Optimization exercise on an open flow, not production practice.
RTL: at most simulated, not proved equivalent.
Power: default activity.

==> flow/design.v <==
package pfs_pkg;
  localparam int unsigned SAMPLE_W = 32;
  localparam int unsigned PCM16_W  = 16;
  localparam int unsigned MONO_W   = 32;
  localparam int unsigned LVL_W    = 33;
  localparam int unsigned APB_AW = 3;
  localparam int unsigned APB_DW = 32;
  localparam int unsigned FMT_W  = 3;
  localparam logic REG_FORMAT = 1'b0;
  localparam logic REG_STEREO = 1'b1;
  localparam logic [FMT_W-1:0] FMT_FLOAT32 = 3'd0;
  localparam logic [FMT_W-1:0] FMT_PCM8    = 3'd1;
  localparam logic [FMT_W-1:0] FMT_PCM16   = 3'd2;
  localparam logic [FMT_W-1:0] FMT_PCM24   = 3'd3;
  localparam logic [FMT_W-1:0] FMT_PCM32   = 3'd4;
  localparam logic signed [LVL_W-1:0] LVL_ONE     = {2'b01, 31'b0};
  localparam logic signed [LVL_W-1:0] LVL_NEG_ONE = {2'b11, 31'b0};
  typedef logic signed [LVL_W-1:0] level_t;
endpackage
module pfs_lane (
  input  logic [pfs_pkg::SAMPLE_W-1:0] word_i,
  input  logic [pfs_pkg::FMT_W-1:0]    fmt_i,
  input  logic                         zero_i,
  output logic [32:0]                  x_o,
  output logic                         s_o
);
  logic [7:0]  ex;
  logic        nan, big, inr, is_flt, is_pcm;
  logic [31:0] fmag, pl;
  logic [1:0]  bsh;
  logic [32:0] y;
  always_comb begin
    ex   = word_i[30:23];
    nan  = (&ex) && (|word_i[22:0]);
    big  = ex[7] || (&ex[6:0]);
    inr  = (ex[7:5] == 3'b011);
    fmag = {1'b1, word_i[22:0], 8'b0} >> (~ex[4:0]);
    bsh  = {fmt_i[1] ^ fmt_i[0], fmt_i[0]};
    pl   = word_i << {bsh, 3'b000};
    pl[31] = pl[31] ^ (fmt_i == pfs_pkg::FMT_PCM8);
    is_flt = !zero_i && (fmt_i == pfs_pkg::FMT_FLOAT32);
    is_pcm = !zero_i && (fmt_i == pfs_pkg::FMT_PCM8  || fmt_i == pfs_pkg::FMT_PCM16 ||
                         fmt_i == pfs_pkg::FMT_PCM24 || fmt_i == pfs_pkg::FMT_PCM32);
    s_o  = (fmt_i == pfs_pkg::FMT_FLOAT32) && word_i[31];
    if (is_flt)      y = {1'b0, big && !nan, (inr && !big) ? fmag[30:0] : 31'b0};
    else if (is_pcm) y = {pl[31], pl};
    else             y = '0;
    x_o = y ^ {33{s_o}};
  end
endmodule
module pfs_s16_step (
  input  logic [32:0] y_i,
  input  logic        s_i,
  output logic [2:0]  k_o
);
  logic [15:0] a, b, cs;
  logic        c, dec, x0, k2, k1, km;
  always_comb begin
    a   = y_i[31:16];
    b   = y_i[15:0];
    cs  = {1'b0, b[15:1]} + {1'b0, ~a[14:0]} + {15'b0, (b[0] & !b[15])};
    c   = cs[15];
    dec = a[15] || (!c && (a != 16'd0));
    k2  = s_i ? dec  : (y_i[32] & c);
    k1  = s_i ? !dec : (y_i[32] & !c);
    km  = !s_i & !y_i[32] & dec;
    x0  = a[0] ^ s_i;
    k_o = {k1 | km, k2 | (k1 & x0), km & !x0};
  end
endmodule
module pfs_s16 (
  input  logic [15:0]                        x_i,
  input  logic [2:0]                         k_i,
  output logic signed [pfs_pkg::PCM16_W-1:0] pcm16_o
);
  logic [15:0] pu, pd, flip;
  always_comb begin
    pu[1] = 1'b1;
    pd[1] = 1'b1;
    for (int i = 2; i < 16; i++) begin
      pu[i] = pu[i-1] & x_i[i-1];
      pd[i] = pd[i-1] & !x_i[i-1];
    end
    flip[0] = k_i[2];
    for (int i = 1; i < 16; i++) flip[i] = (pu[i] & k_i[1]) | (pd[i] & k_i[0]);
    pcm16_o = x_i ^ flip;
  end
endmodule
module pfs_add #(parameter int N = 33) (
  input  logic [N-1:0] a_i,
  input  logic [N-1:0] b_i,
  input  logic         cin_i,
  output logic [N-1:0] sum_o,
  output logic         gtop_o    
);
  logic [N-1:0] p, g, gp, pp;
  always_comb begin
    p  = a_i ^ b_i;
    g  = a_i & b_i;
    gp = g;
    pp = p;
    for (int l = 0; (1 << l) < N; l++)
      for (int i = (2 << l) - 1; i < N; i += (2 << l)) begin
        gp[i] = gp[i] | (pp[i] & gp[i - (1 << l)]);
        pp[i] = pp[i] & pp[i - (1 << l)];
      end
    for (int l = 5; l >= 0; l--)
      if ((1 << l) < N)
        for (int i = (3 << l) - 1; i < N; i += (2 << l)) begin
          gp[i] = gp[i] | (pp[i] & gp[i - (1 << l)]);
          pp[i] = pp[i] & pp[i - (1 << l)];
        end
    sum_o[0] = p[0] ^ cin_i;
    for (int i = 1; i < N; i++) sum_o[i] = p[i] ^ (gp[i-1] | (pp[i-1] & cin_i));
    gtop_o = gp[N-2];
  end
endmodule
module pfs_merge (
  input  logic [32:0]                        xl_i,
  input  logic                               sl_i,
  input  logic [32:0]                        xr_i,
  input  logic                               sr_i,
  output logic signed [pfs_pkg::MONO_W-1:0]  mono_o
);
  logic [33:0] xl, xr, sv, cv;
  logic [32:0] q;
  logic        gtop, neg, cin, sat;
  always_comb begin
    xl = {xl_i[32], xl_i};
    xr = {xr_i[32], xr_i};
    sv = xl ^ xr ^ {33'b0, sl_i};
    cv = {(xl[32:0] & xr[32:0]) | {32'b0, (xl[0] ^ xr[0]) & sl_i}, sr_i};
  end
  pfs_add #(33) u_add (.a_i(sv[33:1]), .b_i(cv[33:1]), .cin_i(cin), .sum_o(q), .gtop_o(gtop));
  always_comb begin
    neg = sv[33] ^ cv[33] ^ gtop;
    cin = (sv[0] & cv[0]) | ((sv[0] ^ cv[0]) & neg);
    sat = !xl_i[32] && xl_i[31] && !sl_i && !xr_i[32] && xr_i[31] && !sr_i;
    mono_o = sat ? 32'h7FFF_FFFF : q[31:0];
  end
endmodule
module pcm_frame_to_s16_stereo_mono (
  input  logic                              clk_i,
  input  logic                              rst_ni,
  input  logic                              in_valid,
  output logic                              in_ready,
  input  logic [pfs_pkg::SAMPLE_W-1:0]      in_left_sample,
  input  logic [pfs_pkg::SAMPLE_W-1:0]      in_right_sample,
  input  logic                              in_silent,
  input  logic                              in_end_of_packet,
  output logic                              out_valid,
  input  logic                              out_ready,
  output logic signed [pfs_pkg::PCM16_W-1:0] out_left_pcm16,
  output logic signed [pfs_pkg::PCM16_W-1:0] out_right_pcm16,
  output logic signed [pfs_pkg::MONO_W-1:0]  out_mono_level,
  output logic                              out_last_of_packet,
  input  logic                              psel,
  input  logic                              penable,
  input  logic                              pwrite,
  input  logic [pfs_pkg::APB_AW-1:0]        paddr,
  input  logic [pfs_pkg::APB_DW-1:0]        pwdata,
  output logic [pfs_pkg::APB_DW-1:0]        prdata,
  output logic                              pready
);
  logic [pfs_pkg::FMT_W-1:0] fmt_q;
  logic             stereo_q;
  logic             v1_q, v2_q, rdy1, rdy2;
  logic [pfs_pkg::SAMPLE_W-1:0] right_word;
  logic [32:0]      xl, xr, xl_q, xr_q;
  logic             sl, sr, sl_q, sr_q;
  logic [2:0]       kl, kr;
  logic             last1_q, last2_q;
  logic signed [pfs_pkg::PCM16_W-1:0] l16_d, r16_d, l16_q, r16_q;
  logic signed [pfs_pkg::MONO_W-1:0]  mono_d, mono_q;
  assign pready = 1'b1;
  always_ff @(posedge clk_i or negedge rst_ni) begin
    if (!rst_ni) begin
      fmt_q    <= pfs_pkg::FMT_FLOAT32;
      stereo_q <= 1'b1;
    end else if (psel && penable && pwrite) begin
      if (paddr[2]) stereo_q <= pwdata[0];
      else          fmt_q    <= pwdata[pfs_pkg::FMT_W-1:0];
    end
  end
  assign prdata = paddr[2] ? {{(pfs_pkg::APB_DW-1){1'b0}}, stereo_q}
                           : {{(pfs_pkg::APB_DW-pfs_pkg::FMT_W){1'b0}}, fmt_q};
  assign right_word = stereo_q ? in_right_sample : in_left_sample;
  pfs_lane u_lane_l (.word_i(in_left_sample), .fmt_i(fmt_q), .zero_i(in_silent), .x_o(xl), .s_o(sl));
  pfs_lane u_lane_r (.word_i(right_word),     .fmt_i(fmt_q), .zero_i(in_silent), .x_o(xr), .s_o(sr));
  assign rdy2     = !v2_q || out_ready;
  assign rdy1     = !v1_q || rdy2;
  assign in_ready = rdy1;
  always_ff @(posedge clk_i or negedge rst_ni) begin
    if (!rst_ni) begin
      v1_q <= 1'b0;
      v2_q <= 1'b0;
    end else begin
      if (rdy1) v1_q <= in_valid;
      if (rdy2) v2_q <= v1_q;
    end
  end
  always_ff @(posedge clk_i) begin
    if (rdy1) begin
      xl_q    <= xl;
      sl_q    <= sl;
      xr_q    <= xr;
      sr_q    <= sr;
      last1_q <= in_end_of_packet;
    end
  end
  pfs_s16_step u_step_l (.y_i(xl_q ^ {33{sl_q}}), .s_i(sl_q), .k_o(kl));
  pfs_s16_step u_step_r (.y_i(xr_q ^ {33{sr_q}}), .s_i(sr_q), .k_o(kr));
  pfs_s16 u_s16_l (.x_i(xl_q[31:16]), .k_i(kl), .pcm16_o(l16_d));
  pfs_s16 u_s16_r (.x_i(xr_q[31:16]), .k_i(kr), .pcm16_o(r16_d));
  pfs_merge u_merge (
    .xl_i  (xl_q),
    .sl_i  (sl_q),
    .xr_i  (xr_q),
    .sr_i  (sr_q),
    .mono_o(mono_d)
  );
  always_ff @(posedge clk_i) begin
    if (rdy2) begin
      l16_q   <= l16_d;
      r16_q   <= r16_d;
      mono_q  <= mono_d;
      last2_q <= last1_q;
    end
  end
  assign out_valid          = v2_q;
  assign out_left_pcm16     = l16_q;
  assign out_right_pcm16    = r16_q;
  assign out_mono_level     = mono_q;
  assign out_last_of_packet = last2_q;
endmodule
==> flow/flow/run.sh <==
#!/bin/bash
set -euo pipefail
export BUFFER_PORTS_ARGS="-buffer_cell sky130_fd_sc_hd__buf_2"
bash standard.sh > standard.log 2>&1
==> flow/standard.sh <==
#!/bin/bash
# synth_recipe.tcl (not shown) runs the flow's synth.tcl, then flattens the netlist and writes it again
# the make line also repeats each setting of config.mk as NAME=value (left out here)
make -C /OpenROAD-flow-scripts/flow DESIGN_CONFIG=/design/flow/config.mk WORK_HOME=/design/flow/orfs CLKGATE_MAP_FILE= SYNTH_SCRIPT=/design/flow/synth_recipe.tcl "${@:-finish}"
==> flow/config.mk <==
export PLATFORM = sky130hd
export DESIGN_NAME = pcm_frame_to_s16_stereo_mono
export DESIGN_NICKNAME = pcm_frame_to_s16_stereo_mono
export VERILOG_FILES = /design/flow/design.v
export SDC_FILE = /design/flow/constraint.sdc
export NUM_CORES = 4
export LEC_CHECK = 0
export CAP_MARGIN = 20
export CORE_MARGIN = 2
export CORE_UTILIZATION = 40
export PLACE_DENSITY = 0.6
export SETUP_SLACK_MARGIN = 2.0
export SLEW_MARGIN = 20
==> flow/constraint.sdc <==
create_clock -name core_clock -period 6.5 [get_ports {clk_i}]
set_input_delay 1.3000 -clock core_clock [delete_from_list [all_inputs] [get_ports {clk_i}]]
set_output_delay 1.3000 -clock core_clock [all_outputs]
set_load 0.01 [all_outputs]
==> metrics.md, run 1 <==
| Metric | Value |
|---|---|
| Status | `timing/DRC/antenna clean` |
| Hold-fix buffers at CTS | `0` |
| Largest cells by area after synthesis | `edfxtp_1 28%, mux2i_1 7.1%, ha_1 6.2%` |
| Worst Hold Class | `flip-flop to flip-flop` |
| Total CTS buffers | `17` |
| Post-cts sizing count | `0` |
| Die area | `37600 µm²` |
| Slew Limit Fails | `0` |
| Post-route ant nets | `0` |
| I/O Buffers | `146` |
| Final min period | `4.28 ns` |
| Setup WS pre-CTS | `1.63 ns` |
| CTS tree | `yes` |
| 1st-iter DRT viols | `1598` |
| Final TNS setup | `0 ns` |
| Initial core utilization | `40.6%` |
| Sink Count | `140` |
| Post-synth top area share | `27.9%` |
| Clock skew | `0.00748 ns` |
| Final hold violation count | `0` |
| Postcts setup bufs | `0` |
| Max Buffers Root-to-Sink | `2` |
| Core area | `35600 µm²` |
| Final period utilization | `65.8%` |
| Sequential area share after synthesis | `28.9%` |
| Final setup vio count | `0` |
| Worst skew pair latency | `0.43 ns` |
| Setup crit end kind | `flip-flop` |
| Largest net degree at the start of global routing | `71` |
| Post-synth EDFFs | `134` |
| Dpl cells | `2143` |
| Syn Area/Cell | `8.82 µm²` |
| Critical path startpoint category | `input pin` |
| Io pins | `208` |
| Die Span X | `194 µm` |
| Reg clk slew, reported paths | `0.06 ns` |
| Worst slew margin | `32.7%` |
| Crit path required time | `6.64 ns` |
| Global route overflow | `0` |
| Residual DRC | `0` |
| Synth Warn # | `6` |
| Post-synth top area cell | `edfxtp_1` |
| Vias | `12900` |
| Count leader, synth | `nand2_1` |
| Non-filler cells, final | `2175` |
| First-pass GRT wire length | `70.1 mm` |
| Share of layout cells above drive strength 1 | `16.6%` |
| GRT Total Usage | `23.6%` |
| Die Ht | `194 µm` |
| Crit-path max FO | `31` |
| Gpl congestion | `0.975` |
| Worst slew pin tran | `0.982 ns` |
| Row Count | `69` |
| Detailed Routing Iterations Pass 1 | `7` |
| Mapped Area | `14400 µm²` |
| Vias in the first global route | `12100` |
| Ranking of synthesized cells by instance count | `156 x nand2_1, 134 x edfxtp_1, 108 x nor2_1` |
| Final setup margin | `2.22 ns` |
| Maximum VDD drop | `0.234 mV` |
| Nets | `1882` |
| Leakage Power | `6.41 nW` |
| Vias per cell | `5.93` |
| Top_reg_cell synth | `edfxtp_1` |
| Fmax | `234 MHz` |
| Post-Route WL | `45.3 mm` |
| Initial antenna violation count | `0` |
| Critical Path AT | `4.41 ns` |
| Cells after Synth | `1635` |
| Synth cell types | `98` |
| Pwr per Cell Area | `367 nW/µm²` |
| Async S/R FF share, synth | `4.29%` |
| Max Cap Viol | `0` |
| Synth Register Bits | `140` |
| CTS root buf | `clkbuf_16` |
| Antenna Cells | `0` |
| Crit Path Category | `input pin to flip-flop` |
| FILL cells | `3530` |
| Max H-tree Level | `4` |
| Routed WL per cell | `20.8 µm` |
| RSZ-0062 raised after global routing | `false` |
| Area Growth Syn to Fin | `10.3%` |
| HPWL Detailed | `34.6 mm` |
-- kinds of logic after synthesis --
group	after synthesis	synth area share, %
and+or+nand+nor	496	17.0
AOI/OAI and AO/OA	436	20.4
buffers and inverters	190	6.15
muxes	149	11.9
DFF	140	28.9
xor gates and xnor gates	138	8.38
adders and majority gates	84	7.22
other	2	0.0520
-- placed cells by master (no fill, tap or decap), types with 14 or more instances in the layout --
master | Yosys | layout
conb_1 | 2 | 30
a211oi_1 | 20 | 20
nor2b_1 | 31 | 31
and3_1 | 15 | 15
a21oi_1 | 101 | 101
clkbuf_16 | 0 | 17
edfxtp_1 | 134 | 134
mux2_2 | 32 | 32
ha_1 | 71 | 70
o21ai_0 | 86 | 84
xnor2_1 | 98 | 98
nand2_1 | 156 | 156
nand4_1 | 20 | 20
mux4_2 | 15 | 15
o22ai_1 | 41 | 41
mux2i_1 | 102 | 101
a31oi_1 | 14 | 14
buf_2 | 34 | 145
nor3_1 | 30 | 30
buf_4 | 33 | 16
nand3_1 | 37 | 36
nand2b_1 | 27 | 26
a22oi_1 | 29 | 29
o211ai_1 | 15 | 15
inv_1 | 43 | 43
nor2_1 | 108 | 108
xor2_1 | 40 | 40
-- registers in the layout, summed over array words and instances (netlist names) --
signal,flops
xl_q,33
xr_q,33
mono_q,32
l16_q,16
r16_q,16
fmt_q,3
last1_q,1
last2_q,1
sl_q,1
sr_q,1
stereo_q,1
v1_q,1
v2_q,1
-- final timing paths --
path,to,startpoint,slack [ns],depth (start not counted)
min reg2reg,last2_q,last1_q,0.42,0
max,xr_q[10],in_left_sample[23],2.22,9
min in group asynchronous,fmt_q[1],rst_ni,0.68,1
min,last2_q,last1_q,0.42,0
max in group asynchronous,stereo_q,rst_ni,5.59,1
max reg2reg,xr_q[29],stereo_q,2.37,10
-- stage by stage --
step / instance area, µm² / util, % / total power [W] / hold slack [ns]
finish: 15900 / 44.8 / 0.00584 / 0.421
global route: 15900 / 44.8 / 0.00625 / 0.423
CTS: 15900 / 44.7 / 0.00583 / 0.419
detailed placement: 15300 / 43.0 / 0.00478 / 0.406
global placement: 15300 / 43.0 / 0.00474 / 0.401
floorplan: 14500 / - / 0.00389 / 0.400
-- critical path: stages --
cell and delay [ns]:
clkbuf_4 0.40, clkinv_1 0.45, o21a_1 0.55, nor2_1 0.39, nand2_1 0.13, o211a_1 0.32
and2_1 0.34, a32oi_1 0.36, xnor2_1 0.14
-- area by class of cell --
cell class | count | area, µm² | area share [%]
sequential | 140 | 4180 | 26.2
tap | 461 | 577 | 3.62
inverter | 47 | 176 | 1.11
multi-input combinational | 1333 | 9520 | 59.8
timing repair buffer | 162 | 853 | 5.36
clock buffer | 17 | 425 | 2.67
clock inverter | 15 | 195 | 1.23
-- per-layer routing --
| metal | GRT usage [%] | vias to the layer above | share of wire, % |
|---|---|---|---|
| li1 | - | 6178 | - |
| met1 | 34.0 | 5968 | 45 |
| met2 | 36.2 | 665 | 44 |
| met3 | 2.94 | 84 | 8.1 |
| met4 | 8.50 | 0 | 3.0 |
| met5 | 0 | - | 0 |
-- report_power, final --
| part | total, W | switching, W | internal [W] |
|---|---|---|---|
| Sequential | 0.00182 | 0.000390 | 0.00143 |
| Clock | 0.00102 | 0.000375 | 0.000641 |
| Combinational | 0.00300 | 0.00178 | 0.00122 |
Testbench counts, summed over its fixed seeds: cycles 18,402.
==> inputs of run 2 (changes only) <==
--- a/flow/config.mk
+++ b/flow/config.mk
@@ -9,5 +9,4 @@
 export CORE_MARGIN = 2
 export CORE_UTILIZATION = 40
 export PLACE_DENSITY = 0.6
-export SETUP_SLACK_MARGIN = 2.0
 export SLEW_MARGIN = 20
==> metrics.md, run 2 <==
| Metric | Value |
|---|---|
| First-pass GRT wire length | `70.1 mm` |
| Detailed Routing Iterations Pass 1 | `5` |
| Critical Path AT | `4.68 ns` |
| Max Cap Viol | `0` |
| Hold endpoint | `last2_q` |
| Hold-fix buffers at CTS | `0` |
| Final TNS setup | `0 ns` |
| Crit-path max FO | `31` |
| Cells after Synth | `1635` |
| Peak per-stage delay on the critical path | `0.57 ns` |
| GRT Total Usage | `23.6%` |
| Core area | `35600 µm²` |
| Initial antenna violation count | `0` |
| HPWL Detailed | `34.6 mm` |
| Top flop regs | `xl_q x33, xr_q x33, mono_q x32` |
| Postcts setup bufs | `0` |
| Final hold violation count | `0` |
| Sequential area share after synthesis | `28.9%` |
| Total CTS buffers | `17` |
| Post-cts sizing count | `0` |
| Global route overflow | `0` |
| Ranking of synthesized cells by instance count | `156 x nand2_1, 134 x edfxtp_1, 108 x nor2_1` |
| Syn Area/Cell | `8.82 µm²` |
| Final min period | `4.54 ns` |
| Die Ht | `194 µm` |
| Clock skew | `0.00676 ns` |
| Residual DRC | `0` |
| FILL cells | `3532` |
| Synth Warn # | `6` |
| Io pins | `208` |
| Vias | `12900` |
| Initial core utilization | `40.6%` |
| Multi-input logic area | `9510 µm²` |
| Worst skew pair latency | `0.43 ns` |
| Die area | `37600 µm²` |
| Worst path bufs/invs | `2` |
| Maximum VDD drop | `0.234 mV` |
| Commonest non-fill, non-tap cells in the layout | `156 x nand2_1, 146 x buf_2, 134 x edfxtp_1` |
| Count leader, synth | `nand2_1` |
| Worst Hold Class | `flip-flop to flip-flop` |
| Largest cells by area after synthesis | `edfxtp_1 28%, mux2i_1 7.1%, ha_1 6.2%` |
| Register area | `4180 µm²` |
| Post-synth top area share | `27.9%` |
| Async S/R FF share, synth | `4.29%` |
| Synth Register Bits | `140` |
| Pwr per Cell Area | `367 nW/µm²` |
| Final setup vio count | `0` |
| Reg clk slew, reported paths | `0.06 ns` |
| Max Buffers Root-to-Sink | `2` |
| CP top delay family | `compound AO/OA/AOI/OAI gates` |
| Beginning of the worst hold path | `last1_q` |
| Row Count | `69` |
| Crit path required time | `6.64 ns` |
| R2r setup slk | `2.36 ns` |
| Critical path startpoint category | `input pin` |
| Final period utilization | `69.8%` |
| Synth cell types | `98` |
| Slew Limit Fails | `0` |
| CTS tree | `yes` |
| Reg2reg end | `xr_q[29]` |
| CTS root buf | `clkbuf_16` |
| Die Span X | `194 µm` |
| Share of layout cells above drive strength 1 | `16.6%` |
| Top_reg_cell synth | `edfxtp_1` |
| Mapped Area | `14400 µm²` |
| Area Growth Syn to Fin | `10.3%` |
| Gpl congestion | `0.975` |
| Post-route ant nets | `0` |
| Antenna Cells | `0` |
| Post-Route WL | `45.4 mm` |
| Post-synth EDFFs | `134` |
| Vias in the first global route | `12100` |
| Hold path depth | `0` |
| CP cell instances | `buf_2, clkinv_1, o21a_1, nor2_1, nand2_1, o211a_1, and2_1, a32oi_1, xnor2_1` |
| Vias per cell | `5.94` |
| Path depth of the worst reg2reg path | `10` |
| Worst slew margin | `33.8%` |
| Nets | `1882` |
| I/O Buffers | `146` |
| Status | `timing/DRC/antenna clean` |
| WHS | `0.421 ns` |
| Worst slew pin tran | `0.966 ns` |
| Worst R2R Start | `stereo_q` |
| Crit Path Category | `input pin to flip-flop` |
| RSZ-0062 raised after global routing | `false` |
| Fin util | `44.7%` |
| Post-synth top area cell | `edfxtp_1` |
| Fmax | `220 MHz` |
| Leakage Power | `6.41 nW` |
| Routed WL per cell | `20.9 µm` |
| Max H-tree Level | `4` |
| Commonest non-fill, non-tap cell in the layout | `nand2_1` |
| Slowest cell on crit path | `buf_2` |
| Sink Count | `140` |
| 1st-iter DRT viols | `1573` |
| Setup crit end kind | `flip-flop` |
| Largest net degree at the start of global routing | `71` |
==> run 2: cell counts after synthesis <==
Identical to the previous run, type by type.
==> run 2: final cells by class <==
cell class,count,area share [%]
Multi-Input combinational cell,1333,59.8
Sequential cell,140,26.3
Timing Repair Buffer,162,5.35
Tap cell,461,3.63
Clock buffer,17,2.67
Clock inverter,15,1.23
Inverter,47,1.11
==> run 2: worst max path at each step <==
stage,from,endpoint,cells after the start
2_1_floorplan,out_ready,in_ready,1
3_3_place_gp,in_left_sample[23],xr_q[29],11
3_5_place_dp,in_left_sample[23],xr_q[10],9
4_1_cts,in_left_sample[23],xr_q[10],9
5_1_grt,in_left_sample[23],xr_q[9],12
6_report,in_left_sample[23],xr_q[10],9
==> run 2: worst register-to-register path, cell delays in order, from the launching register on <==
cell and delay, ns:
dfstp_2 0.84, buf_4 0.50, o21a_1 0.66, nor2_1 0.25, nand2_1 0.15, o211a_1 0.26
nand2_1 0.16, nor2_1 0.45, nand2_1 0.18, o22ai_1 0.28, xor2_1 0.11
==> run 2: metal layers <==
metal / up-vias / share of wire, % / global-route usage, %
met1: 6007 / 46 / 34.0
met5: - / 0 / 0
met2: 643 / 44 / 36.2
li1: 6177 / - / -
met4: 0 / 2.8 / 8.50
met3: 83 / 7.7 / 2.94
==> run 2: per-stage QoR <==
stage / cell area (µm²) / setup WS (ns) / instances / power, W
final: 15900 / 1.96 / 2175 / 0.00584
after global routing: 15900 / 1.67 / 2175 / 0.00624
after CTS: 15900 / 2.10 / 2175 / 0.00583
after detailed placement: 15300 / 1.63 / 2143 / 0.00478
after global placement: 15300 / 1.63 / 2143 / 0.00474
after floorplan: 14500 / 2.20 / 1663 / 0.00389
==> run 2: where the power goes <==
group | internal [W] | switching [W]
sequential | 0.00143 | 0.000390
combinational | 0.00122 | 0.00178
clock | 0.000641 | 0.000375
total | 0.00329 | 0.00255
==> run 2: cell families (layout without fill, tap and decap cells) <==
| family | after synthesis | in the layout | share of synthesized area, % |
|---|---|---|---|
| compound gates | 436 | 436 | 20.4 |
| xor+xnor | 138 | 138 | 8.38 |
| fa+ha+maj | 84 | 84 | 7.22 |
| buf+inv | 190 | 241 | 6.15 |
| flops | 140 | 140 | 28.9 |
| mux | 149 | 149 | 11.9 |
| other cells | 2 | 30 | 0.0520 |
| simple gates | 496 | 496 | 17.0 |
==> inputs of run 3 (changes only) <==
--- a/flow/config.mk
+++ b/flow/config.mk
@@ -9,4 +9,5 @@
 export CORE_MARGIN = 2
 export CORE_UTILIZATION = 40
 export PLACE_DENSITY = 0.6
+export SETUP_SLACK_MARGIN = 3.5
 export SLEW_MARGIN = 20
==> metrics.md, run 3 <==
| Metric | Value |
|---|---|
| Final min period | `3.53 ns` |
| Crit path required time | `6.61 ns` |
| Final hold violation count | `0` |
| Io pins | `208` |
| Hold-fix buffers at CTS | `0` |
| Final period utilization | `54.3%` |
| Share of layout cells above drive strength 1 | `41.2%` |
| Gpl congestion | `0.969` |
| GRT Total Usage | `26.6%` |
| Mapped Area | `14400 µm²` |
| Worst skew pair latency | `0.43 ns` |
| Max H-tree Level | `4` |
| Vias in the first global route | `13100` |
| Crit Path Category | `flip-flop to flip-flop` |
| Clock skew | `0.00697 ns` |
| Post-Route WL | `53.8 mm` |
| Area Growth Syn to Fin | `41.6%` |
| Count leader, synth | `nand2_1` |
| Initial antenna violation count | `0` |
| Worst slew margin | `29.2%` |
| Residual DRC | `0` |
| Critical path startpoint category | `flip-flop` |
| Global route overflow | `0` |
| Row Count | `69` |
| Routed WL per cell | `22.6 µm` |
| 1st-iter DRT viols | `1377` |
| Dpl cell area | `15900 µm²` |
| Die Span X | `194 µm` |
| Sink Count | `140` |
| Top flop regs | `xl_q x33, xr_q x33, mono_q x32` |
| Antenna Cells | `0` |
| Synth Register Bits | `140` |
| Reg clk slew, reported paths | `0.06 ns` |
| Initial core utilization | `40.6%` |
| Crit-path max FO | `4` |
| Nets | `2085` |
| CTS root buf | `clkbuf_16` |
| Leakage Power | `7.94 nW` |
| Largest cells by area after synthesis | `edfxtp_1 28%, mux2i_1 7.1%, ha_1 6.2%` |
| I/O Buffers | `146` |
| Slew Limit Fails | `0` |
| Synth Warn # | `6` |
| Post-route ant nets | `0` |
| Ranking of synthesized cells by instance count | `156 x nand2_1, 134 x edfxtp_1, 108 x nor2_1` |
| Post-route cell area | `20400 µm²` |
| Fmax | `283 MHz` |
| Synth cell types | `98` |
| Syn Area/Cell | `8.82 µm²` |
| Post-synth top area share | `27.9%` |
| Commonest non-fill, non-tap cell in the layout | `buf_4` |
| Post-synth EDFFs | `134` |
| CTS tree | `yes` |
| FILL cells | `3036` |
| Top_reg_cell synth | `edfxtp_1` |
| Post-synth top area cell | `edfxtp_1` |
| RSZ-0062 raised after global routing | `true` |
| Worst slew pin tran | `1.06 ns` |
| Commonest non-fill, non-tap cells in the layout | `150 x buf_4, 144 x nand2_1, 138 x buf_2` |
| Sequential area share after synthesis | `28.9%` |
| Die Ht | `194 µm` |
| First-pass GRT wire length | `78.1 mm` |
| Critical Path AT | `3.64 ns` |
| Vias per cell | `6.06` |
| Core area | `35600 µm²` |
| Pwr per Cell Area | `366 nW/µm²` |
| Maximum VDD drop | `0.246 mV` |
| Max Buffers Root-to-Sink | `2` |
| Detailed Routing Iterations Pass 1 | `6` |
| Largest net degree at the start of global routing | `71` |
| Final TNS setup | `0 ns` |
| Max Cap Viol | `0` |
| Total Power | `0.00748 W` |
| Final setup vio count | `0` |
| Async S/R FF share, synth | `4.29%` |
| Die area | `37600 µm²` |
| Status | `timing/DRC/antenna clean` |
| Cells after Synth | `1635` |
| Worst Hold Class | `flip-flop to flip-flop` |
| HPWL Detailed | `35.4 mm` |
| Vias | `14400` |
| Setup crit end kind | `flip-flop` |
| Total CTS buffers | `17` |
## run 3: cell types whose count changed in the layout (fill, tap and decap cells not counted), moves of 16 or more
cell and change:
a21oi_2 +35, ha_1 -44, mux2i_1 -43, mux2i_2 +18, buf_6 +44, a21oi_1 -40
ha_4 +43, buf_4 +134, o21ai_2 +16, o21ai_0 -36, mux2i_4 +25
## run 3: worst paths after layout
check | slack, ns | start | to | cells past startpoint
hold reg to reg | 0.43 | last1_q | last2_q | 0
min in group asynchronous | 0.68 | rst_ni | fmt_q[2] | 1
setup / recovery | 2.97 | xl_q[10] | mono_q[10] | 14
setup reg to reg | 2.97 | xl_q[10] | mono_q[10] | 14
hold / removal | 0.43 | last1_q | last2_q | 0
max in group asynchronous | 5.60 | rst_ni | stereo_q | 1
## run 3: timing repair
item                       CTS  global route
setup endpoints to repair  126           108
resized for setup          233           193
pin swaps                   94           107
setup buffers              136            58
cloned                       7             2
## run 3: routing by layer
layer	vias up	global-route usage (%)	share of wire, %
met2	801	41.6	46
met4	0	12.3	4.4
met5	-	0	0
met1	6842	35.9	41
met3	154	4.71	8.7
li1	6615	-	-
## run 3: critical path, stage by stage (launching register included)
cell      delay (ns)
edfxtp_1        0.53
ha_4            0.31
ha_4            0.27
nand4_1         0.22
nor3b_4         0.27
a211oi_2        0.10
a21oi_2         0.27
nor4_4          0.07
buf_4           0.15
o311ai_4        0.30
buf_6           0.17
a21boi_4        0.06
o21a_1          0.22
nor3_1          0.15
o21ai_1         0.11
## run 3: cell type report
cell class / instances / area (µm²) / area share [%]
clock buffers: 21 / 504 / 2.47
clock inverters: 11 / 78.8 / 0.386
inverters: 47 / 200 / 0.980
multi-input cells: 1335 / 11900 / 58.2
flip-flops and latches: 140 / 4180 / 20.5
well taps: 461 / 577 / 2.82
repair buffers: 363 / 2990 / 14.6
## run 3: cell families (layout without fill, tap and decap cells)
| logic type | after synthesis | count (layout) | synth area share [%] |
|---|---|---|---|
| fa+ha+maj | 84 | 84 | 7.22 |
| flops | 140 | 140 | 28.9 |
| mux | 149 | 149 | 11.9 |
| simple gates | 496 | 496 | 17.0 |
| xor+xnor | 138 | 138 | 8.38 |
| buf+inv | 190 | 442 | 6.15 |
| compound gates | 436 | 438 | 20.4 |
| other cells | 2 | 30 | 0.0520 |
## run 3: metrics by stage
step	utilization (%)	worst slack (ns)	cells	hold WS, ns
global route	57.4	2.86	2378	0.442
detailed placement	44.6	1.80	2143	0.415
CTS	53.3	3.02	2318	0.428
finish	57.4	2.97	2378	0.426
global placement	44.6	1.84	2143	0.414
floorplan	-	2.20	1663	0.400
## run 3: power breakdown
part	switching (W)	leakage, nW	internal, W
Combinational	0.00262	6.17	0.00225
Clock	0.000381	0.285	0.000557
Sequential	0.000247	1.49	0.00143
Total	0.00324	7.94	0.00423
==> inputs of run 4 (changes only) <==
--- a/flow/config.mk
+++ b/flow/config.mk
@@ -9,5 +9,5 @@
 export CORE_MARGIN = 2
 export CORE_UTILIZATION = 40
 export PLACE_DENSITY = 0.6
-export SETUP_SLACK_MARGIN = 3.5
+export SETUP_SLACK_MARGIN = 2.5
 export SLEW_MARGIN = 20
==> metrics.md, run 4 <==
| Metric | Value |
|---|---|
| Initial antenna violation count | `0` |
| Worst R2R Start | `xr_q[26]` |
| Sink Count | `140` |
| Setup crit end kind | `flip-flop` |
| Sequential area share after synthesis | `28.9%` |
| GRT Total Usage | `23.6%` |
| Critical path startpoint category | `input pin` |
| Top_reg_cell synth | `edfxtp_1` |
| Max H-tree Level | `4` |
| Critical Path Sink | `xr_q[29]` |
| Total CTS buffers | `17` |
| Setup WS pre-CTS | `1.63 ns` |
| Routed WL per cell | `20.7 µm` |
| Fmax | `263 MHz` |
| HPWL Detailed | `34.6 mm` |
| Final min period | `3.80 ns` |
| Synth cell types | `98` |
| Die Ht | `194 µm` |
| CTS tree | `yes` |
| Reg2reg end | `mono_q[15]` |
| Slew Limit Fails | `0` |
| Final period utilization | `58.4%` |
| Pwr per Cell Area | `364 nW/µm²` |
| Worst Hold Class | `flip-flop to flip-flop` |
| Gpl congestion | `0.975` |
| Hold-fix buffers at CTS | `0` |
| Post-route ant nets | `0` |
| Max Cap Viol | `0` |
| Worst Setup SP | `in_left_sample[27]` |
| Status | `timing/DRC/antenna clean` |
| Residual DRC | `0` |
| Cells after Synth | `1635` |
| Crit path required time | `6.65 ns` |
| Worst skew pair latency | `0.43 ns` |
| Dpl cells | `2143` |
| Final hold violation count | `0` |
| Reg clk slew, reported paths | `0.06 ns` |
| Total Power | `0.00596 W` |
| Clock skew | `0.00677 ns` |
| Initial core utilization | `40.6%` |
| Area Growth Syn to Fin | `13.5%` |
| Maximum VDD drop | `0.231 mV` |
| Final setup margin | `2.70 ns` |
| Vias per cell | `5.92` |
| Worst slew pin tran | `0.907 ns` |
| Largest cells by area after synthesis | `edfxtp_1 28%, mux2i_1 7.1%, ha_1 6.2%` |
| Top flop regs | `xl_q x33, xr_q x33, mono_q x32` |
| Post-route cell area | `16400 µm²` |
| Mapped Area | `14400 µm²` |
| RSZ-0062 raised after global routing | `true` |
| R2r setup slk | `2.71 ns` |
| Global route overflow | `0` |
| Commonest non-fill, non-tap cells in the layout | `156 x nand2_1, 142 x buf_2, 134 x edfxtp_1` |
| Share of layout cells above drive strength 1 | `19.9%` |
| Io pins | `208` |
| Post-synth top area cell | `edfxtp_1` |
| Vias | `13100` |
| Syn Area/Cell | `8.82 µm²` |
| Die Span X | `194 µm` |
| Commonest non-fill, non-tap cell in the layout | `nand2_1` |
| First-pass GRT wire length | `70.2 mm` |
| Non-filler cells, final | `2219` |
| 1st-iter DRT viols | `1614` |
| Post-synth top area share | `27.9%` |
| Final setup vio count | `0` |
| Final TNS setup | `0 ns` |
| Synth Register Bits | `140` |
| Detailed Routing Iterations Pass 1 | `6` |
| Largest net degree at the start of global routing | `71` |
| Row Count | `69` |
| Synth Warn # | `6` |
| Ranking of synthesized cells by instance count | `156 x nand2_1, 134 x edfxtp_1, 108 x nor2_1` |
| Path depth of the worst reg2reg path | `12` |
| Crit Path Category | `input pin to flip-flop` |
| Die area | `37600 µm²` |
| Max Buffers Root-to-Sink | `2` |
| Crit-path max FO | `29` |
| Dpl cell area | `15300 µm²` |
| CTS root buf | `clkbuf_16` |
| Count leader, synth | `nand2_1` |
| Core area | `35600 µm²` |
| Antenna Cells | `0` |
| Nets | `1926` |
| Vias in the first global route | `12100` |
| Post-synth EDFFs | `134` |
| Critical Path AT | `3.95 ns` |
| Async S/R FF share, synth | `4.29%` |
| Worst slew margin | `39.5%` |
| Post-Route WL | `46.0 mm` |
| I/O Buffers | `146` |
| Leakage Power | `6.64 nW` |
==> run 4: cell counts after synthesis <==
Identical to the previous run, type by type.
==> run 4: metal layers <==
metal  track usage, %  wire (µm)  up-vias
li1                 -          -     6264
met2             36.5      20200      621
met1             34.0      21000     6154
met4             8.25       1390        0
met3             3.04       3440       93
met5                0          0        -
==> run 4: logic make-up after synthesis <==
| logic type | Yosys count | share of synthesized area, % |
|---|---|---|
| buffers and inverters | 190 | 6.15 |
| AO/OA/AOI/OAI | 436 | 20.4 |
| AND/OR/NAND/NOR | 496 | 17.0 |
| multiplexers | 149 | 11.9 |
| flip-flops | 140 | 28.9 |
| other | 2 | 0.0520 |
| XOR/XNOR | 138 | 8.38 |
| adder cells (fa/ha/maj) | 84 | 7.22 |
==> run 4: worst max-delay path, cell delays in order <==
cell,delay (ns)
buf_2,0.28
inv_1,0.30
o21a_1,0.53
o211a_1,0.37
nand2_1,0.16
nor2_1,0.43
nand2_1,0.17
o22ai_1,0.28
xor2_1,0.11
==> run 4: power breakdown <==
part	internal, W	switching (W)
clock network	0.000641	0.000375
logic	0.00131	0.00189
registers	0.00143	0.000320
==> run 4: area by class of cell <==
cell class	instances	area, µm²
Multi-Input combinational cell	1333	9620
Fill cell	3496	19200
Timing Repair Buffer	206	1200
Inverter	47	184
Clock inverter	15	195
Tap cell	461	577
Sequential cell	140	4180
Clock buffer	17	425
==> run 4: how the worst min path moves through the flow <==
stage                     cells past startpoint  slack [ns]      end    start
after floorplan                               0        0.40  last2_q  last1_q
after global placement                        0        0.40  last2_q  last1_q
after detailed placement                      0        0.41  last2_q  last1_q
after CTS                                     0        0.42  last2_q  last1_q
after global routing                          0        0.42  last2_q  last1_q
final                                         0        0.42  last2_q  last1_q
==> run 4: stage by stage <==
step | utilization, % | hold WS (ns)
floorplan | - | 0.400
global placement | 43.0 | 0.401
detailed placement | 43.0 | 0.406
CTS | 44.8 | 0.419
global route | 46.0 | 0.423
finish | 46.0 | 0.421
==> run 4: what timing repair did <==
action | 4_1_cts | 5_1_grt
gates cloned | 0 | 0
endpoints found under the setup margin | 32 | 58
pin swaps | 0 | 3
gates resized for setup | 4 | 28
setup buffers | 3 | 41
==> inputs of run 5 (changes only) <==
--- a/flow/config.mk
+++ b/flow/config.mk
@@ -5,6 +5,7 @@
 export SDC_FILE = /design/flow/constraint.sdc
 export NUM_CORES = 4
 export LEC_CHECK = 0
+export ABC_AREA = 1
 export CAP_MARGIN = 20
 export CORE_MARGIN = 2
 export CORE_UTILIZATION = 40
==> metrics.md, run 5 <==
| Metric | Value |
|---|---|
| Status | `timing/DRC/antenna clean` |
| Die area | `39200 µm²` |
| Sequential area share after synthesis | `27.8%` |
| Detailed Routing Iterations Pass 1 | `8` |
| Share of layout cells above drive strength 1 | `13.4%` |
| Max Buffers Root-to-Sink | `2` |
| Adder-Cell Fraction of Synth Area | `6.17%` |
| Global route overflow | `0` |
| Area Growth Syn to Fin | `10.4%` |
| Leakage Power | `8.27 nW` |
| Final setup vio count | `0` |
| CP top delay family | `simple AND/OR/NAND/NOR gates` |
| Final period utilization | `56.8%` |
| Initial antenna violation count | `0` |
| Io pins | `208` |
| Vias | `15300` |
| Post-Route WL | `51.9 mm` |
| Residual DRC | `0` |
| Crit-path max FO | `31` |
| Worst slew margin | `32.8%` |
| Max H-tree Level | `4` |
| Mux cell area share after synthesis | `1.13%` |
| Largest family of logic cells by synthesized area | `simple AND/OR/NAND/NOR gates` |
| Clock skew | `0.0159 ns` |
| Commonest non-fill, non-tap cells in the layout | `710 x nand2_1, 208 x inv_1, 170 x nand3_1` |
| Critical Path AT | `3.85 ns` |
| Routed WL per cell | `18.3 µm` |
| Simple-gate area share of the yosys netlist | `33.5%` |
| Ranking of synthesized cells by instance count | `712 x nand2_1, 209 x inv_1, 171 x nand3_1` |
| Worst Hold Class | `flip-flop to flip-flop` |
| Dpl cells | `2794` |
| Compound-cell area share of the yosys netlist | `16.3%` |
| Vias per cell | `5.41` |
| Setup crit end kind | `flip-flop` |
| Commonest non-fill, non-tap cell in the layout | `nand2_1` |
| Die Ht | `198 µm` |
| Async S/R FF share, synth | `4.29%` |
| Synth cell types | `65` |
| CP cell instances | `ha_1, ha_1, nand2_1, nor2_1, inv_1, nor2_1, inv_1, nor2_1, nand2_1, nand3_1, nand3_1, nand2_4, inv_1, fa_1, xor2_1, nand2_1` |
| Maximum VDD drop | `0.216 mV` |
| 1st-iter DRT viols | `1271` |
| Total CTS buffers | `17` |
| Fmax | `271 MHz` |
| Synth Register Bits | `140` |
| Critical path startpoint category | `flip-flop` |
| Largest net degree at the start of global routing | `83` |
| CTS root buf | `clkbuf_16` |
| Peak per-stage delay on the critical path | `0.68 ns` |
| Die Span X | `198 µm` |
| Vias in the first global route | `14000` |
| Initial core utilization | `40.3%` |
| Gpl congestion | `1.01` |
| GRT Total Usage | `26.4%` |
| Max Cap Viol | `0` |
| Mapped Area | `15000 µm²` |
| Cells after Synth | `2255` |
| WHS | `0.429 ns` |
| Nets | `2531` |
| Slew Limit Fails | `0` |
| I/O Buffers | `146` |
| Top_reg_cell synth | `edfxtp_1` |
| Post-synth EDFFs | `134` |
| Final hold violation count | `0` |
| Syn Area/Cell | `6.67 µm²` |
| Non-filler cells, final | `2837` |
| Final min period | `3.69 ns` |
| Top flop regs | `xl_q x33, xr_q x33, mono_q x32` |
| Core area | `37300 µm²` |
| First-pass GRT wire length | `79.8 mm` |
| Reg clk slew, reported paths | `0.06 ns` |
| Slowest cell on crit path | `edfxtp_1` |
| Post-synth top area cell | `edfxtp_1` |
| RSZ-0062 raised after global routing | `false` |
| Crit path required time | `6.66 ns` |
| Sink Count | `140` |
| CTS tree | `yes` |
| Final TNS setup | `0 ns` |
| Synth Warn # | `6` |
| Largest cells by area after synthesis | `edfxtp_1 27%, nand2_1 18%, ha_1 5.9%` |
| Post-synth top area share | `26.8%` |
| Pwr per Cell Area | `321 nW/µm²` |
| Row Count | `71` |
| Crit Path Category | `flip-flop to flip-flop` |
| Worst skew pair latency | `0.44 ns` |
| Count leader, synth | `nand2_1` |
| Antenna Cells | `0` |
| Total Power | `0.00533 W` |
| Post-route ant nets | `0` |
| Hold-fix buffers at CTS | `0` |
| HPWL Detailed | `41.0 mm` |
| Worst path bufs/invs | `3` |
| Worst slew pin tran | `1.00 ns` |
| XOR/XNOR Fraction of Synth Area | `4.02%` |
[run 5: cell types whose count changed after synthesis, moves of 72 or more]
| cell | previous run | this run |
|---|---|---|
| nand2_1 | 156 | 712 |
| inv_1 | 43 | 209 |
| nand3_1 | 37 | 171 |
| xnor2_1 | 98 | 10 |
| mux2i_1 | 102 | 17 |
| o21ai_0 | 86 | 159 |
| o21ai_1 | 9 | 81 |
[run 5: final timing paths]
path / start / to / slack, ns / cells after the start
setup / recovery: xl_q[17] / mono_q[1] / 2.81 / 16
hold / removal: last1_q / last2_q / 0.43 / 0
setup reg to reg: xl_q[17] / mono_q[1] / 2.81 / 16
hold reg to reg: last1_q / last2_q / 0.43 / 0
max in group asynchronous: rst_ni / stereo_q / 5.59 / 1
min in group asynchronous: rst_ni / fmt_q[0] / 0.69 / 1
[run 5: routing by layer]
layer	share of wire, %	track usage (%)	vias up
met2	43	41.0	621
met4	4.6	12.6	0
li1	-	-	7656
met3	6.2	3.12	127
met5	0	0	-
met1	46	36.5	6934
[run 5: report_power, final]
part	switching, W	internal [W]
Sequential	0.000274	0.00134
Combinational	0.00178	0.000887
Clock	0.000399	0.000643
Total	0.00245	0.00287
[run 5: repair_timing]
action,4_1_cts,5_1_grt
cloned,0,2
pin swaps,0,3
setup endpoints to repair,44,30
buffers inserted,1,8
gates resized for setup,2,8
[run 5: cell type report]
type	count	area (µm²)
clock buffers	18	429
clock inverters	14	191
fillers	3899	20700
inverters	240	907
multi-input cells	1778	9360
flip-flops and latches	140	4180
well taps	474	593
repair buffers	172	931
repair inverters	1	7.51
[run 5: worst reg2reg max path: cells and delay by family, from the launching register on]
family | cells | cell delay [ns]
buf+inv | 3 | 0.28
simple gates | 9 | 1.18
fa+ha+maj | 3 | 1.10
flops | 1 | 0.68
xor+xnor | 1 | 0.19
[run 5: kinds of logic after synthesis]
group,after synthesis
AND/OR/NAND/NOR,1160
AO/OA/AOI/OAI,428
buffers and inverters,366
flip-flops,140
adder cells (fa/ha/maj),73
XOR/XNOR,69
multiplexers,17
other,2
[run 5: through the flow]
step,utilization [%],instance area (µm²),setup slack (ns)
6_report,44.5,16600,2.81
5_1_grt,44.5,16600,2.50
3_5_place_dp,42.5,15900,1.91
3_3_place_gp,42.5,15900,1.88
2_1_floorplan,-,15100,2.87
4_1_cts,44.2,16500,2.49
==> inputs of run 6 (changes only) <==
--- a/flow/config.mk
+++ b/flow/config.mk
@@ -5,10 +5,9 @@
 export SDC_FILE = /design/flow/constraint.sdc
 export NUM_CORES = 4
 export LEC_CHECK = 0
-export ABC_AREA = 1
 export CAP_MARGIN = 20
 export CORE_MARGIN = 2
-export CORE_UTILIZATION = 40
-export PLACE_DENSITY = 0.6
+export CORE_UTILIZATION = 60
+export PLACE_DENSITY = 0.75
 export SETUP_SLACK_MARGIN = 2.5
 export SLEW_MARGIN = 20
==> metrics.md, run 6 <==
| Metric | Value |
|---|---|
| Share of layout cells above drive strength 1 | `19.8%` |
| Vias | `13500` |
| Pwr per Cell Area | `365 nW/µm²` |
| First-pass GRT wire length | `67.1 mm` |
| Crit Path Category | `flip-flop to flip-flop` |
| R2r setup slk | `2.55 ns` |
| Final period utilization | `60.7%` |
| Max H-tree Level | `4` |
| Top_reg_cell synth | `edfxtp_1` |
| CTS root buf | `clkbuf_16` |
| HPWL Detailed | `32.4 mm` |
| Initial core utilization | `61.3%` |
| Largest net degree at the start of global routing | `71` |
| 1st-iter DRT viols | `1481` |
| Final hold violation count | `0` |
| Count leader, synth | `nand2_1` |
| Worst Setup SP | `stereo_q` |
| Vias in the first global route | `11900` |
| Max Cap Viol | `0` |
| Clock skew | `0.0152 ns` |
| Top flop regs | `xl_q x33, xr_q x33, mono_q x32` |
| Synth cell types | `98` |
| Status | `timing/DRC/antenna clean` |
| CP cell instances | `buf_4, mux2i_1, mux2_2, nor2_1, a21oi_1, a21oi_1, mux2i_1, o22ai_1, a32oi_1, xnor2_1` |
| Max Buffers Root-to-Sink | `2` |
| Synth Warn # | `6` |
| Cells after Synth | `1635` |
| Vias per cell | `6.48` |
| Area Growth Syn to Fin | `12.2%` |
| Core area | `23500 µm²` |
| I/O Buffers | `146` |
| Die Ht | `159 µm` |
| Final setup vio count | `0` |
| Critical path startpoint category | `flip-flop` |
| Largest cells by area after synthesis | `edfxtp_1 28%, mux2i_1 7.1%, ha_1 6.2%` |
| Crit-path max FO | `46` |
| Die Span X | `159 µm` |
| CTS tree | `yes` |
| Path depth of the worst reg2reg path | `10` |
| Post-route cell area | `16200 µm²` |
| Detailed Routing Iterations Pass 1 | `8` |
| Sink Count | `140` |
| Post-synth top area cell | `edfxtp_1` |
| Slowest cell on crit path | `mux2i_1` |
| Routed WL per cell | `21.1 µm` |
| Commonest non-fill, non-tap cell in the layout | `nand2_1` |
| Post-synth top area share | `27.9%` |
| Fmax | `253 MHz` |
| Total CTS buffers | `17` |
| Peak per-stage delay on the critical path | `0.86 ns` |
| Ranking of synthesized cells by instance count | `156 x nand2_1, 134 x edfxtp_1, 108 x nor2_1` |
| Setup crit end kind | `flip-flop` |
| Worst skew pair latency | `0.43 ns` |
| Maximum VDD drop | `0.221 mV` |
| Crit path required time | `6.64 ns` |
| Nets | `1929` |
| Async S/R FF share, synth | `4.29%` |
| Critical Path AT | `4.09 ns` |
| Worst R2R Start | `stereo_q` |
| CP Depth | `10` |
| Row Count | `56` |
| Worst slew margin | `31.9%` |
| Global route overflow | `0` |
| Sequential area share after synthesis | `28.9%` |
| Leakage Power | `6.64 nW` |
| Critical Path Sink | `xr_q[13]` |
| Io pins | `208` |
| Worst slew pin tran | `0.993 ns` |
| Worst path bufs/invs | `1` |
| Final min period | `3.95 ns` |
| Reg clk slew, reported paths | `0.07 ns` |
| RSZ-0062 raised after global routing | `true` |
| Final TNS setup | `0 ns` |
| Gpl congestion | `1.01` |
| Synth Register Bits | `140` |
| Dpl cell area | `15100 µm²` |
| FILL cells | `1949` |
| Die area | `25300 µm²` |
| Worst Hold Class | `flip-flop to flip-flop` |
| Commonest non-fill, non-tap cells in the layout | `156 x nand2_1, 143 x buf_2, 134 x edfxtp_1` |
| Post-route ant nets | `0` |
| Initial antenna violation count | `0` |
| Syn Area/Cell | `8.82 µm²` |
| Post-Route WL | `43.9 mm` |
| Residual DRC | `0` |
| GRT Total Usage | `33.3%` |
| Reg2reg end | `xr_q[13]` |
| Post-synth EDFFs | `134` |
| Mapped Area | `14400 µm²` |
| CP top delay family | `multiplexers` |
| Slew Limit Fails | `0` |
-- run 6: cell types whose count changed after synthesis, moves of 32 or more --
cell,previous run,this run
o21ai_0,159,86
nand3_1,171,37
inv_1,209,43
mux2i_1,17,102
mux2_2,0,32
o22ai_1,9,41
nand2_1,712,156
o21ai_1,81,9
xnor2_1,10,98
-- run 6: worst min-delay path by stage --
stage          slack (ns)  startpoint       to  depth (start not counted)
6_report             0.44     last1_q  last2_q                          0
5_1_grt              0.46     last1_q  last2_q                          0
4_1_cts              0.45     last1_q  last2_q                          0
3_5_place_dp         0.42     last1_q  last2_q                          0
3_3_place_gp         0.40     last1_q  last2_q                          0
2_1_floorplan        0.40     last1_q  last2_q                          0
-- run 6: area by class of cell --
class                   count  area, µm²  area share (%)
diodes                      1       2.50          0.0155
clock buffers              18        429            2.65
clock inverters            14        156           0.966
inverters                  47        180            1.11
multi-input cells        1334       9630            59.5
flip-flops and latches    140       4180            25.8
well taps                 319        399            2.47
repair buffers            208       1220            7.51
-- run 6: kinds of logic after synthesis --
kind of cell,share of synthesized area [%]
simple gates,17.0
flops,28.9
buf+inv,6.15
fa+ha+maj,7.22
mux,11.9
compound gates,20.4
xor+xnor,8.38
other cells,0.0520
-- run 6: per-layer routing --
metal  share of wire (%)  vias up  routed length [µm]  track usage (%)
li1                    -     6288                   -                -
met1                  42     6204               18600             47.5
met2                  44      823               19300             50.6
met3                 9.1      166                3980             4.48
met4                 4.7        0                2080             14.8
met5                   0        -                   0                0
-- run 6: what timing repair did --
action | 4_1_cts | 5_1_grt
endpoints found under the hold margin | 0 | 0
pin swaps | 0 | 5
cloned | 1 | 0
setup buffers | 3 | 47
hold buffers | 0 | 0
resized for setup | 4 | 21
setup endpoints to repair | 34 | 51
-- run 6: worst register-to-register path: stages (launching register included) --
cell,delay [ns]
dfstp_2,0.67
buf_4,0.59
mux2i_1,0.87
mux2_2,0.31
nor2_1,0.04
a21oi_1,0.25
a21oi_1,0.18
mux2i_1,0.27
o22ai_1,0.12
a32oi_1,0.26
xnor2_1,0.10
-- run 6: power by group --
group	switching (W)	internal, W	leakage, nW
combinational	0.00189	0.00131	4.87
sequential	0.000302	0.00143	1.49
clock	0.000398	0.000574	0.282
total	0.00259	0.00331	6.64
-- run 6: stage by stage --
step	setup slack [ns]	hold WS (ns)	cells	util [%]	power, W
after CTS	2.51	0.452	2033	66.8	0.00571
after global routing	2.46	0.459	2080	68.7	0.00627
after global placement	1.53	0.401	1997	64.0	0.00465
after detailed placement	1.50	0.422	1997	64.0	0.00470
final	2.55	0.442	2081	68.8	0.00590
after floorplan	2.20	0.400	1663	-	0.00389
==> inputs of run 7 (changes only) <==
--- a/flow/config.mk
+++ b/flow/config.mk
@@ -7,7 +7,7 @@
 export LEC_CHECK = 0
 export CAP_MARGIN = 20
 export CORE_MARGIN = 2
-export CORE_UTILIZATION = 60
-export PLACE_DENSITY = 0.75
-export SETUP_SLACK_MARGIN = 2.5
+export CORE_UTILIZATION = 40
+export PLACE_DENSITY = 0.6
+export SETUP_SLACK_MARGIN = 3.0
 export SLEW_MARGIN = 20
==> metrics.md, run 7 <==
| Metric | Value |
|---|---|
| Mapped Area | `14400 µm²` |
| Ranking of synthesized cells by instance count | `156 x nand2_1, 134 x edfxtp_1, 108 x nor2_1` |
| Worst skew pair latency | `0.43 ns` |
| Hold path depth | `0` |
| Cells after Synth | `1635` |
| Mux cell area share after synthesis | `11.9%` |
| Dpl cells | `2141` |
| Total CTS buffers | `17` |
| CTS tree | `yes` |
| 1st-iter DRT viols | `1351` |
| Post-synth top area cell | `edfxtp_1` |
| Setup WS pre-CTS | `1.73 ns` |
| Gpl congestion | `0.989` |
| Compound-cell area share of the yosys netlist | `20.4%` |
| Synth Warn # | `6` |
| Top flop regs | `xl_q x33, xr_q x33, mono_q x32` |
| Pwr per Cell Area | `373 nW/µm²` |
| Max Buffers Root-to-Sink | `2` |
| Initial antenna violation count | `0` |
| CTS root buf | `clkbuf_16` |
| Final TNS setup | `0 ns` |
| Slew Limit Fails | `0` |
| Synth Register Bits | `140` |
| Area Growth Syn to Fin | `25.3%` |
| I/O Buffers | `146` |
| Multi-input logic area | `10700 µm²` |
| Simple-gate area share of the yosys netlist | `17.0%` |
| Post-route ant nets | `0` |
| Status | `timing/DRC/antenna clean` |
| Sink Count | `140` |
| Max Cap Viol | `0` |
| Critical path startpoint category | `flip-flop` |
| Die Span X | `194 µm` |
| HPWL Detailed | `34.8 mm` |
| Initial core utilization | `40.6%` |
| Maximum VDD drop | `0.271 mV` |
| Nets | `1991` |
| Post-synth EDFFs | `134` |
| Commonest non-fill, non-tap cell in the layout | `nand2_1` |
| Post-route cell area | `18100 µm²` |
| Final hold violation count | `0` |
| Reg clk slew, reported paths | `0.06 ns` |
| Worst slew margin | `36.0%` |
| Max H-tree Level | `4` |
| Global route overflow | `0` |
| Count leader, synth | `nand2_1` |
| FILL cells | `3278` |
| Largest family of logic cells by synthesized area | `compound AO/OA/AOI/OAI gates` |
| Top_reg_cell synth | `edfxtp_1` |
| Adder-Cell Fraction of Synth Area | `7.22%` |
| Synth cell types | `98` |
| Vias in the first global route | `12400` |
| Async S/R FF share, synth | `4.29%` |
| Residual DRC | `0` |
| Die Ht | `194 µm` |
| Commonest non-fill, non-tap cells in the layout | `155 x nand2_1, 143 x buf_2, 134 x edfxtp_1` |
| Largest net degree at the start of global routing | `71` |
| XOR/XNOR Fraction of Synth Area | `8.38%` |
| Fmax | `277 MHz` |
| Register area | `4180 µm²` |
| Non-filler cells, final | `2284` |
| Largest cells by area after synthesis | `edfxtp_1 28%, mux2i_1 7.1%, ha_1 6.2%` |
| First-pass GRT wire length | `73.4 mm` |
| Sequential area share after synthesis | `28.9%` |
| Final min period | `3.61 ns` |
| Crit Path Category | `flip-flop to flip-flop` |
| Post-synth top area share | `27.9%` |
| Crit path required time | `6.67 ns` |
| Share of layout cells above drive strength 1 | `29.0%` |
| Final setup vio count | `0` |
| Dpl cell area | `15300 µm²` |
| Io pins | `208` |
| Vias per cell | `6.04` |
| Antenna Cells | `0` |
| Setup crit end kind | `flip-flop` |
| RSZ-0062 raised after global routing | `true` |
| Leakage Power | `7.03 nW` |
| Worst slew pin tran | `0.941 ns` |
| Final period utilization | `55.5%` |
| Post-Route WL | `50.2 mm` |
| GRT Total Usage | `24.7%` |
| Routed WL per cell | `22.0 µm` |
| Worst Hold Class | `flip-flop to flip-flop` |
| Critical Path AT | `3.78 ns` |
| Syn Area/Cell | `8.82 µm²` |
| Row Count | `69` |
| Crit-path max FO | `4` |
| Final setup margin | `2.89 ns` |
| Hold-fix buffers at CTS | `0` |
| Core area | `35600 µm²` |
| Path depth of the worst reg2reg path | `13` |
| Clock skew | `0.00993 ns` |
| Die area | `37600 µm²` |
| Detailed Routing Iterations Pass 1 | `6` |
| Vias | `13800` |
-- run 7: cell counts after synthesis --
Identical to the previous run, type by type.
-- run 7: repair_timing --
| item | in CTS | in global routing |
|---|---|---|
| setup buffers | 61 | 48 |
| gates cloned | 1 | 1 |
| pin swaps | 19 | 54 |
| endpoints found under the setup margin | 99 | 89 |
| resized for setup | 97 | 114 |
-- run 7: path summary, 6_finish.rpt --
path                            startpoint    endpoint  slack (ns)
worst min register to register     last1_q     last2_q        0.42
max in group asynchronous           rst_ni    stereo_q        5.60
worst min-delay path               last1_q     last2_q        0.42
worst max register to register    xr_q[19]  mono_q[18]        2.89
min in group asynchronous           rst_ni    fmt_q[2]        0.68
worst max-delay path              xr_q[19]  mono_q[18]        2.89
-- run 7: final cells by class --
class	count	share of cell area, %
Multi-Input combinational cell	1334	59.1
Sequential cell	140	23.1
Timing Repair Buffer	270	10.0
Tap cell	461	3.19
Clock buffer	17	2.35
Clock inverter	15	1.16
Inverter	47	1.03
-- run 7: cells by family after synthesis --
family	count (synthesis)
and+or+nand+nor	496
DFF	140
other	2
AOI/OAI and AO/OA	436
xor gates and xnor gates	138
adders and majority gates	84
muxes	149
buffers and inverters	190
-- run 7: report_power, final --
part | total [W] | internal, W | switching, W
Sequential | 0.00170 | 0.00143 | 0.000272
Clock | 0.00105 | 0.000650 | 0.000397
Combinational | 0.00399 | 0.00175 | 0.00224
Total | 0.00673 | 0.00382 | 0.00291
-- run 7: critical path: stages, from the launching register on --
cell and delay [ns]:
edfxtp_1 0.54, ha_4 0.28, ha_1 0.33, inv_1 0.12
nor2_2 0.08, o31ai_4 0.30, a21oi_4 0.12, nor4_4 0.53
nor3_4 0.11, buf_6 0.14, o21bai_4 0.15, a21oi_2 0.09
o21bai_1 0.23, mux2_4 0.34
-- run 7: metrics by stage --
step                      hold WS (ns)  utilization [%]  power [W]
after floorplan                  0.400                -    0.00390
after global placement           0.400             42.9    0.00474
after detailed placement         0.407             42.9    0.00478
after CTS                        0.420             47.7    0.00620
after global routing             0.420             50.8    0.00712
final                            0.422             50.8    0.00673
-- run 7: per-layer routing --
layer / wire length, µm / GRT usage [%] / share of wire, %
met5: 0 / 0 / 0
met4: 2130 / 9.20 / 4.2
met3: 3980 / 3.20 / 7.9
met2: 22500 / 39.1 / 45
met1: 21600 / 34.5 / 43
==> inputs of run 8 (changes only) <==
--- a/flow/design.v
+++ b/flow/design.v
@@ -49,22 +49,26 @@
   end
 endmodule
 module pfs_s16_step (
-  input  logic [32:0] y_i,
+  input  logic [32:0] x_i,
   input  logic        s_i,
   output logic [2:0]  k_o
 );
-  logic [15:0] a, b, cs;
-  logic        c, dec, x0, k2, k1, km;
-  always_comb begin
-    a   = y_i[31:16];
-    b   = y_i[15:0];
-    cs  = {1'b0, b[15:1]} + {1'b0, ~a[14:0]} + {15'b0, (b[0] & !b[15])};
-    c   = cs[15];
-    dec = a[15] || (!c && (a != 16'd0));
-    k2  = s_i ? dec  : (y_i[32] & c);
-    k1  = s_i ? !dec : (y_i[32] & !c);
-    km  = !s_i & !y_i[32] & dec;
-    x0  = a[0] ^ s_i;
+  logic [14:0] u, v;
+  logic        gt, lt, eq, c, anz, a15, dec, k2, k1, km, x0;
+  always_comb begin
+    u   = x_i[15:1];
+    v   = x_i[30:16];
+    gt  = u > v;
+    lt  = u < v;
+    eq  = !gt && !lt;
+    c   = s_i ? (lt || (eq && !x_i[0] && x_i[15])) : (gt || (eq && x_i[0] && !x_i[15]));
+    anz = s_i ? (x_i[31:16] != 16'hFFFF) : (x_i[31:16] != 16'h0000);
+    a15 = x_i[31] ^ s_i;
+    dec = a15 || (!c && anz);
+    k2  = s_i ? dec  : (x_i[32] & c);
+    k1  = s_i ? !dec : (x_i[32] & !c);
+    km  = !s_i & !x_i[32] & dec;
+    x0  = x_i[16];
     k_o = {k1 | km, k2 | (k1 & x0), km & !x0};
   end
 endmodule
@@ -208,8 +212,8 @@
       last1_q <= in_end_of_packet;
     end
   end
-  pfs_s16_step u_step_l (.y_i(xl_q ^ {33{sl_q}}), .s_i(sl_q), .k_o(kl));
-  pfs_s16_step u_step_r (.y_i(xr_q ^ {33{sr_q}}), .s_i(sr_q), .k_o(kr));
+  pfs_s16_step u_step_l (.x_i(xl_q), .s_i(sl_q), .k_o(kl));
+  pfs_s16_step u_step_r (.x_i(xr_q), .s_i(sr_q), .k_o(kr));
   pfs_s16 u_s16_l (.x_i(xl_q[31:16]), .k_i(kl), .pcm16_o(l16_d));
   pfs_s16 u_s16_r (.x_i(xr_q[31:16]), .k_i(kr), .pcm16_o(r16_d));
   pfs_merge u_merge (
--- a/flow/config.mk
+++ b/flow/config.mk
@@ -8,6 +8,8 @@
 export CAP_MARGIN = 20
 export CORE_MARGIN = 2
 export CORE_UTILIZATION = 40
+export CTS_BUF_LIST = sky130_fd_sc_hd__clkbuf_8
+export CTS_CLUSTER_SIZE = 30
 export PLACE_DENSITY = 0.6
-export SETUP_SLACK_MARGIN = 3.0
+export SETUP_SLACK_MARGIN = 2.5
 export SLEW_MARGIN = 20
==> metrics.md, run 8 <==
| Metric | Value |
|---|---|
| Antenna Cells | `0` |
| Reg clk slew, reported paths | `0.09 ns` |
| Final setup vio count | `0` |
| Final setup margin | `2.70 ns` |
| Io pins | `208` |
| I/O Buffers | `146` |
| Routed WL per cell | `21.0 µm` |
| Fmax | `263 MHz` |
| Synth Warn # | `6` |
| Slowest cell on crit path | `mux2_4` |
| Worst path bufs/invs | `1` |
| Synth Register Bits | `140` |
| Vias in the first global route | `11200` |
| Cells after Synth | `1486` |
| Gpl congestion | `0.958` |
| Post-synth top area share | `29.8%` |
| Post-route ant nets | `0` |
| Core area | `33400 µm²` |
| Vias | `11900` |
| Final period utilization | `58.4%` |
| Critical Path AT | `3.99 ns` |
| Initial core utilization | `40.5%` |
| Max Buffers Root-to-Sink | `2` |
| Count leader, synth | `nand2_1` |
| Comb pwr share | `53.6%` |
| Final hold violation count | `0` |
| Largest cells by area after synthesis | `edfxtp_1 30%, ha_1 9.2%, mux2i_1 6.7%` |
| Top_reg_cell synth | `edfxtp_1` |
| Die Span X | `188 µm` |
| Crit-path max FO | `35` |
| Hold-fix buffers at CTS | `0` |
| Worst slew margin | `28.1%` |
| Net load switching power | `0.00234 W` |
| Share of layout cells above drive strength 1 | `17.4%` |
| Worst skew pair latency | `0.47 ns` |
| Initial antenna violation count | `0` |
| Worst Hold Class | `flip-flop to flip-flop` |
| Die area | `35300 µm²` |
| Largest net degree at the start of global routing | `72` |
| Die Ht | `188 µm` |
| Crit Path Category | `input pin to flip-flop` |
| CP most frequent cell | `o21ai_0` |
| Setup crit end kind | `flip-flop` |
| Sink Count | `140` |
| First-pass GRT wire length | `65.9 mm` |
| Clock power frac | `13.9%` |
| Area Growth Syn to Fin | `10.6%` |
| CTS tree | `yes` |
| Clock skew | `0.0127 ns` |
| Commonest non-fill, non-tap cell in the layout | `nand2_1` |
| Residual DRC | `0` |
| Internal | `0.00290 W` |
| Worst slew pin tran | `1.05 ns` |
| Synth cell types | `81` |
| Post-synth top area cell | `edfxtp_1` |
| CP top delay family | `compound AO/OA/AOI/OAI gates` |
| Max Cap Viol | `0` |
| Post-Route WL | `42.9 mm` |
| GRT Total Usage | `24.1%` |
| Sequential area share after synthesis | `30.9%` |
| Top flop regs | `xl_q x33, xr_q x33, mono_q x32` |
| Status | `timing/DRC/antenna clean` |
| Max H-tree Level | `4` |
| Final TNS setup | `0 ns` |
| WHS | `0.457 ns` |
| Final min period | `3.80 ns` |
| Pwr per Cell Area | `351 nW/µm²` |
| Leakage Power | `6.26 nW` |
| HPWL Detailed | `33.3 mm` |
| Switching Fraction | `44.7%` |
| Async S/R FF share, synth | `4.29%` |
run 8: cell types whose count changed in the layout (fill, tap and decap cells not counted), sizes merged, moves of 10 or more:
cell and change:
buf -109, a21o +15, nand2b -18, a21oi +10, o21ai -26, nand3 -18
maj3 -11, nand2 -10, inv +15, ha +28, mux2i -11
run 8: cells by family (layout without fill, tap and decap cells):
logic type,count (synthesis),after routing,synth area share (%)
compound gates,396,396,19.2
xor+xnor,122,122,7.91
fa+ha+maj,101,101,9.46
buf+inv,170,251,5.92
flops,140,140,30.9
mux,140,140,12.1
other cells,2,30,0.0556
simple gates,415,415,14.4
run 8: final timing paths:
path	endpoint	startpoint	slack, ns	cells past startpoint
hold / removal	last2_q	last1_q	0.46	0
max in group asynchronous	stereo_q	rst_ni	5.65	1
setup reg to reg	xr_q[13]	stereo_q	2.71	11
setup / recovery	xr_q[2]	in_left_sample[24]	2.70	11
hold reg to reg	last2_q	last1_q	0.46	0
min in group asynchronous	fmt_q[2]	rst_ni	0.63	1
run 8: per-stage QoR:
| stage | std cells | util, % | total power, W |
|---|---|---|---|
| 6_report | 2043 | 44.8 | 0.00525 |
| 5_1_grt | 2043 | 44.8 | 0.00563 |
| 4_1_cts | 2042 | 44.6 | 0.00524 |
| 3_5_place_dp | 2010 | 43.3 | 0.00448 |
| 3_3_place_gp | 2010 | 43.3 | 0.00444 |
| 2_1_floorplan | 1514 | - | 0.00363 |
run 8: per-layer routing:
layer	part of all wire [%]	vias to the layer above	track usage (%)	routed length, µm
met5	0	-	0	0
met2	44	529	36.4	18800
met4	3.5	0	10.8	1500
met1	46	5608	34.1	19600
li1	-	5706	-	-
met3	6.9	74	3.46	2960
run 8: final cells by class:
| type | count | area [µm²] |
|---|---|---|
| sequential | 140 | 4180 |
| timing repair buffer | 162 | 866 |
| fill | 3361 | 18400 |
| inverter | 57 | 214 |
| clock inverter | 15 | 178 |
| clock buffer | 17 | 234 |
| tap | 448 | 561 |
| multi-input combinational | 1204 | 8710 |
run 8: what timing repair did:
| action | 4_1_cts | 5_1_grt |
|---|---|---|
| setup endpoints to repair | 2 | 22 |
| pin swaps | 0 | 1 |
| gates resized for setup | 2 | 14 |
| setup buffers | 0 | 1 |
run 8: power by group through the flow:
stage,sequential (W),clock [W],combinational [W]
detailed placement,0.00172,0,0.00275
global route,0.00173,0.000789,0.00311
global placement,0.00172,0,0.00272
floorplan,0.00168,0,0.00195
CTS,0.00170,0.000755,0.00278
finish,0.00170,0.000729,0.00281
Testbench counts of run 8, summed over its fixed seeds: cycles 18,402.
